Context: an optimization exercise on an open-source flow, tuned for small area. The choices shown serve that exercise and are no tape-out recipe. Where RTL was checked, it was by simulation tests only, not by an equivalence proof against the original. Power is estimated from default activity; no workload was simulated.

Setup of the baseline:
==> module rf_read_port, before the edit <==
module rf_read_port
#(
  parameter int XLEN  = rf_pkg::XLEN_DEF,
  parameter int NREGS = rf_pkg::NREGS_DEF,
  parameter int AW    = $clog2(NREGS)
) (
  input  logic [NREGS*XLEN-1:0] rf_i,
  input  logic [NREGS-1:0]      valid_i,
  input  logic [NREGS-1:0]      busy_i,
  input  logic                  wr_en_i,
  input  logic [AW-1:0]         wr_addr_i,
  input  logic [XLEN-1:0]       wr_data_i,
  input  logic [AW-1:0]         rs_addr_i,
  output logic [XLEN-1:0]       rs_data_o,
  output logic                  rs_busy_o
);
  logic             is_zero;
  logic             byp;
  logic [NREGS-1:0] sel;
  assign is_zero = (rs_addr_i == AW'(rf_pkg::REG_ZERO));
  assign byp     = wr_en_i && (wr_addr_i == rs_addr_i) && !is_zero;
  always_comb begin
    for (int r = 0; r < NREGS; r++) begin
      sel[r] = (rs_addr_i == AW'(r)) && valid_i[r] && !byp;
    end
  end
  always_comb begin
    rs_data_o = byp ? wr_data_i : '0;
    for (int r = 1; r < NREGS; r++) begin
      rs_data_o = rs_data_o | (rf_i[r*XLEN +: XLEN] & {XLEN{sel[r]}});
    end
  end
  always_comb begin
    rs_busy_o = busy_i[rs_addr_i] & ~byp & ~is_zero;
  end
endmodule
==> module reg_file_sb, before the edit <==
module reg_file_sb
#(
  parameter int  XLEN  = rf_pkg::XLEN_DEF,
  parameter int  NREGS = rf_pkg::NREGS_DEF,
  parameter int  NRD   = 2,
  localparam int AW    = $clog2(NREGS)
) (
  input  logic                clk,
  input  logic                rst_n,
  input  logic [NRD*AW-1:0]   rs_addr,
  input  logic [NRD-1:0]      rs_used,
  output logic [NRD*XLEN-1:0] rs_data,
  output logic [NRD-1:0]      rs_busy,
  output logic                stall,
  input  logic                wr_en,
  input  logic [AW-1:0]       wr_addr,
  input  logic [XLEN-1:0]     wr_data,
  input  logic                iss_en,
  input  logic [AW-1:0]       iss_rd,
  input  logic                flush
);
  logic [XLEN-1:0]       rf_q [1:NREGS-1];
  logic [NREGS-1:1]      we;
  logic [NREGS-1:1]      valid_q;
  logic [NREGS-1:1]      busy_q;
  logic [NREGS-1:1]      busy_d;
  logic [NREGS*XLEN-1:0] rf_flat;
  logic [NREGS-1:0]      busy_vec;
  logic [NREGS-1:0]      valid_vec;
  logic                  byp_en;
  assign byp_en = wr_en & rst_n;
  always_comb begin
    for (int r = 1; r < NREGS; r++) begin
      we[r] = wr_en && (wr_addr == AW'(r));
    end
  end
  always_ff @(posedge clk) begin
    for (int r = 1; r < NREGS; r++) begin
      rf_q[r] <= (wr_data & {XLEN{we[r]}}) | (rf_q[r] & {XLEN{~we[r]}});
    end
  end
  always_ff @(posedge clk or negedge rst_n) begin
    if (!rst_n) begin
      valid_q <= '0;
    end else begin
      valid_q <= valid_q | we;
    end
  end
  always_comb begin
    for (int r = 1; r < NREGS; r++) begin
      busy_d[r] = (busy_q[r] & ~we[r] & ~flush) | (iss_en && (iss_rd == AW'(r)));
    end
  end
  always_ff @(posedge clk or negedge rst_n) begin
    if (!rst_n) begin
      busy_q <= '0;
    end else begin
      busy_q <= busy_d;
    end
  end
  assign rf_flat[XLEN-1:0] = '0;
  assign busy_vec          = {busy_q, 1'b0};
  assign valid_vec         = {valid_q, 1'b0};
  for (genvar r = 1; r < NREGS; r++) begin : g_flat
    assign rf_flat[r*XLEN +: XLEN] = rf_q[r];
  end
  for (genvar i = 0; i < NRD; i++) begin : g_rd
    rf_read_port #(
      .XLEN  (XLEN),
      .NREGS (NREGS),
      .AW    (AW)
    ) u_rd (
      .rf_i      (rf_flat),
      .valid_i   (valid_vec),
      .busy_i    (busy_vec),
      .wr_en_i   (byp_en),
      .wr_addr_i (wr_addr),
      .wr_data_i (wr_data),
      .rs_addr_i (rs_addr[i*AW +: AW]),
      .rs_data_o (rs_data[i*XLEN +: XLEN]),
      .rs_busy_o (rs_busy[i])
    );
  end
  assign stall = |(rs_used & rs_busy);
endmodule
Settings: LEC_CHECK=0, CAP_MARGIN=20, CORE_MARGIN=2, CORE_UTILIZATION=40, SLEW_MARGIN=20; clock period 6.0 ns.
run.sh (not shown) runs the stock make flow with config.mk's settings and CLKGATE_MAP_FILE= SYNTH_SCRIPT=/design/flow/synth_recipe.tcl, a recipe that flattens the netlist after the stock synthesis.
Layout checks on the baseline: not met. Flow itself completed; violations: negative setup slack.
### the baseline -> the candidate
==> flow/design.v <==
package rf_pkg;
  localparam int XLEN_DEF  = 32;
  localparam int NREGS_DEF = 32;
  localparam int AW_DEF    = $clog2(NREGS_DEF);
  typedef logic [AW_DEF-1:0]   reg_addr_t;
  typedef logic [XLEN_DEF-1:0] xword_t;
  localparam reg_addr_t REG_ZERO = '0;
endpackage
module rf_read_port
#(
  parameter int XLEN  = rf_pkg::XLEN_DEF,
  parameter int NREGS = rf_pkg::NREGS_DEF,
  parameter int AW    = $clog2(NREGS)
) (
  input  logic [NREGS*XLEN-1:0] rf_i,
  input  logic [NREGS-1:0]      busy_i,
  input  logic                  wr_en_i,
  input  logic [AW-1:0]         wr_addr_i,
  input  logic [XLEN-1:0]       wr_data_i,
  input  logic [AW-1:0]         rs_addr_i,
  output logic [XLEN-1:0]       rs_data_o,
  output logic                  rs_busy_o
);
  logic is_zero;
  logic byp;
  assign is_zero = (rs_addr_i == AW'(rf_pkg::REG_ZERO));
  assign byp     = wr_en_i && (wr_addr_i == rs_addr_i);
  always_comb begin
    rs_data_o = rf_i[int'(rs_addr_i)*XLEN +: XLEN];
    if (byp) begin
      rs_data_o = wr_data_i;
    end
    if (is_zero) begin
      rs_data_o = '0;
    end
  end
  always_comb begin
    rs_busy_o = busy_i[rs_addr_i] & ~byp & ~is_zero;
  end
endmodule
module reg_file_sb
#(
  parameter int  XLEN  = rf_pkg::XLEN_DEF,
  parameter int  NREGS = rf_pkg::NREGS_DEF,
  parameter int  NRD   = 2,
  localparam int AW    = $clog2(NREGS)
) (
  input  logic                clk,
  input  logic                rst_n,
  input  logic [NRD*AW-1:0]   rs_addr,
  input  logic [NRD-1:0]      rs_used,
  output logic [NRD*XLEN-1:0] rs_data,
  output logic [NRD-1:0]      rs_busy,
  output logic                stall,
  input  logic                wr_en,
  input  logic [AW-1:0]       wr_addr,
  input  logic [XLEN-1:0]     wr_data,
  input  logic                iss_en,
  input  logic [AW-1:0]       iss_rd,
  input  logic                flush
);
  logic [XLEN-1:0]       rf_q [1:NREGS-1];
  logic [XLEN-1:0]       rf_d [1:NREGS-1];
  logic [NREGS-1:1]      busy_q;
  logic [NREGS-1:1]      busy_d;
  logic [NREGS*XLEN-1:0] rf_flat;
  logic [NREGS-1:0]      busy_vec;
  logic                  wr_ok;
  logic                  iss_ok;
  logic                  byp_en;
  assign wr_ok  = wr_en  && (wr_addr != AW'(rf_pkg::REG_ZERO));
  assign iss_ok = iss_en && (iss_rd  != AW'(rf_pkg::REG_ZERO));
  assign byp_en = wr_en & rst_n;
  always_comb begin
    for (int r = 1; r < NREGS; r++) begin
      rf_d[r] = rf_q[r];
      if (wr_ok && (wr_addr == AW'(r))) begin
        rf_d[r] = wr_data;
      end
    end
  end
  always_ff @(posedge clk or negedge rst_n) begin
    if (!rst_n) begin
      for (int r = 1; r < NREGS; r++) begin
        rf_q[r] <= '0;
      end
    end else begin
      for (int r = 1; r < NREGS; r++) begin
        rf_q[r] <= rf_d[r];
      end
    end
  end
  always_comb begin
    busy_d = busy_q;
    for (int r = 1; r < NREGS; r++) begin
      if (wr_ok && (wr_addr == AW'(r))) begin
        busy_d[r] = 1'b0;
      end
      if (flush) begin
        busy_d[r] = 1'b0;
      end
      if (iss_ok && (iss_rd == AW'(r))) begin
        busy_d[r] = 1'b1;
      end
    end
  end
  always_ff @(posedge clk or negedge rst_n) begin
    if (!rst_n) begin
      busy_q <= '0;
    end else begin
      busy_q <= busy_d;
    end
  end
  assign rf_flat[XLEN-1:0] = '0;
  assign busy_vec          = {busy_q, 1'b0};
  for (genvar r = 1; r < NREGS; r++) begin : g_flat
    assign rf_flat[r*XLEN +: XLEN] = rf_q[r];
  end
  for (genvar i = 0; i < NRD; i++) begin : g_rd
    rf_read_port #(
      .XLEN  (XLEN),
      .NREGS (NREGS),
      .AW    (AW)
    ) u_rd (
      .rf_i      (rf_flat),
      .busy_i    (busy_vec),
      .wr_en_i   (byp_en),
      .wr_addr_i (wr_addr),
      .wr_data_i (wr_data),
      .rs_addr_i (rs_addr[i*AW +: AW]),
      .rs_data_o (rs_data[i*XLEN +: XLEN]),
      .rs_busy_o (rs_busy[i])
    );
  end
  assign stall = |(rs_used & rs_busy);
endmodule
[summary]
The candidate ran to completion and came out clean on the timing, design-rule and antenna checks.
Compared with the baseline, in the candidate routed wire length now sits lower; synthesized cell count now sits higher; number of non-filler instances in the completed layout now sits higher.
Compared with the baseline, in the candidate register bit total from synthesis shows a reduction of 31; via count fell about 14%; reported sequential group power higher.
Per the comparison of the candidate with the baseline, finished layout cell area increased 5.2%, antenna diode count decreased 33, sequential share of layout area decreased 12 points, horizontal extent of the die increased about 9%.
Most frequent standard cell in the layout excluding fill and tap cells: sky130_fd_sc_hd__edfxtp_1 -> the baseline, sky130_fd_sc_hd__mux2_2 -> the candidate
The via count of the first global-routing pass in the candidate sits 4.9% below the value recorded for the baseline.
Only the layout flow was run in the candidate; the RTL was not checked for function there.

========
== v31 ==
reg_file_sb, a different RTL version from the one above (not shown whole).
Size: about 130 I/O pins, roughly 41,000 sq um of cells after synthesis.
==> module rf_hold, before the edit <==
module rf_hold
#(
  parameter int XLEN = rf_pkg::XLEN_DEF
) (
  input  logic            we_i,
  input  logic            nwe_i,
  input  logic [XLEN-1:0] wd_i,
  input  logic [XLEN-1:0] q_i,
  output logic [XLEN-1:0] d_o
);
  for (genvar b = 0; b < XLEN; b++) begin : g_bit
    rf_ao22 u_ao (.a0(we_i), .b0(wd_i[b]), .a1(nwe_i), .b1(q_i[b]), .y(d_o[b]));
  end
endmodule
==> module rf_ao22, before the edit <==
module rf_ao22 (
  input  logic a0, b0, a1, b1,
  output logic y
);
  assign y = (a0 & b0) | (a1 & b1);
endmodule
Settings: LEC_CHECK=0, CAP_MARGIN=5, CORE_MARGIN=2, CORE_UTILIZATION=50, SLEW_MARGIN=5, SYNTH_HIERARCHICAL=1; clock period 6.0 ns.
standard.sh (not shown) runs the stock make flow with config.mk's settings and CLKGATE_MAP_FILE= SYNTH_SCRIPT=/design/flow/synth_recipe.tcl, a recipe that flattens the netlist after the stock synthesis.
==> flow/flow/run.sh <==
#!/bin/bash
# The standard ORFS layout (the standard.sh, its own synthesis unchanged)
# with two settings changed:
#  - the port buffers are the smallest buffer cell, not a delay buffer;
#  - clock tree: clkbuf_16 buffers, larger sink clusters, no dummy loads.
# Each tool's log stays under orfs/logs/; make's output goes to standard.log.
set -euo pipefail
bash standard.sh \
  BUFFER_PORTS_ARGS="-buffer_cell sky130_fd_sc_hd__buf_1" \
  CTS_ARGS="-sink_clustering_enable -repair_clock_nets -dont_use_dummy_load -buf_list sky130_fd_sc_hd__clkbuf_16 -sink_clustering_size 28 -sink_clustering_max_diameter 100" \
  finish > standard.log 2>&1
Status v31: flow complete, layout not clean - capacitance limit, slew limit, setup timing
## Diff of input files: v15 against v31
-- flow/design.v --
<<< v31, line 197
  output logic [XLEN-1:0] d_o
);
  for (genvar b = 0; b < XLEN; b++) begin : g_bit
    rf_ao22 u_ao (.a0(we_i), .b0(wd_i[b]), .a1(nwe_i), .b1(q_i[b]), .y(d_o[b]));
  end
endmodule
module rf_ao22 (
  input  logic a0, b0, a1, b1,
  output logic y
);
  assign y = (a0 & b0) | (a1 & b1);
endmodule
>>> v15, line 197
  output logic [XLEN-1:0] d_o
);
  assign d_o = (wd_i & {XLEN{we_i}}) | (q_i & {XLEN{nwe_i}});
endmodule
## What came out
v15: all stages complete, timing, DRC and antenna checks passed. v31 -> v15: initial core utilization flat. Re total power density per cell area: v15 and v31 aren't equal, and the lower value belongs to v31. Summary of v15 over v31: net total in the final layout dropped about 1.1%, total negative slack up 0.53 ns, worst hold slack barely changed. Relative to v31, relative contribution of combinational cells to total power increased by 0.4 points in v15. The final area was comparable across v15 and v31. v15 vs v31, switching share of power went up by 0.25 points. Summary — net switching power figure, v15 relative to v31: higher, by about 1.5%. Of v15 and v31, v15 shows the lower global-route wire length before repair, with v31 above it. [diff] maximum vdd ir drop, v15 relative to v31: regression. Worst slew slack as a fraction of its limit for v15 is higher than for v31. Looking at worst setup path startpoint, the rs_addr[2] result is from v15; the rs_addr[0] one comes from v31. Taking v31 as the reference, in v15 total power grew by 0.11 mW, post-synthesis compound-gate area fraction shrank by 1.7 points.

[what the ideal ports hide]
How much do the figures lean on ideal ports? The routed layouts below were timed once more, with nothing changed but the port constraints. Step 1 assumes that a clkbuf_16 drives the clock port and a buf_2 every other input. Step 2 also shifts input and output timing later by t, the mid clock arrival at the registers, as if the neighbouring blocks saw the same clock. Slacks: ideal / step 1 / step 2; pairs: ideal / step 1.
| run | t, ns | setup slack, ns | worst data-port slew with drivers (ns) | pins driven straight from the clock port |
|---|---|---|---|---|
| the baseline | 0.818 | -0.106 / -0.135 / -0.135 | 0.04 | 1 |
| the candidate | 0.811 | 0.135 / 0.076 / 0.076 | 0.08 | 1 |
| v31 | 0.731 | -0.156 / -0.198 / -0.198 | 0.11 | 1 |
| v15 | 0.717 | 0.214 / 0.180 / 0.180 | 0.09 | 1 |
For the candidate, which loses most, drivers alone change the setup slack by -0.059 ns; drivers and shift together by -0.059 ns.
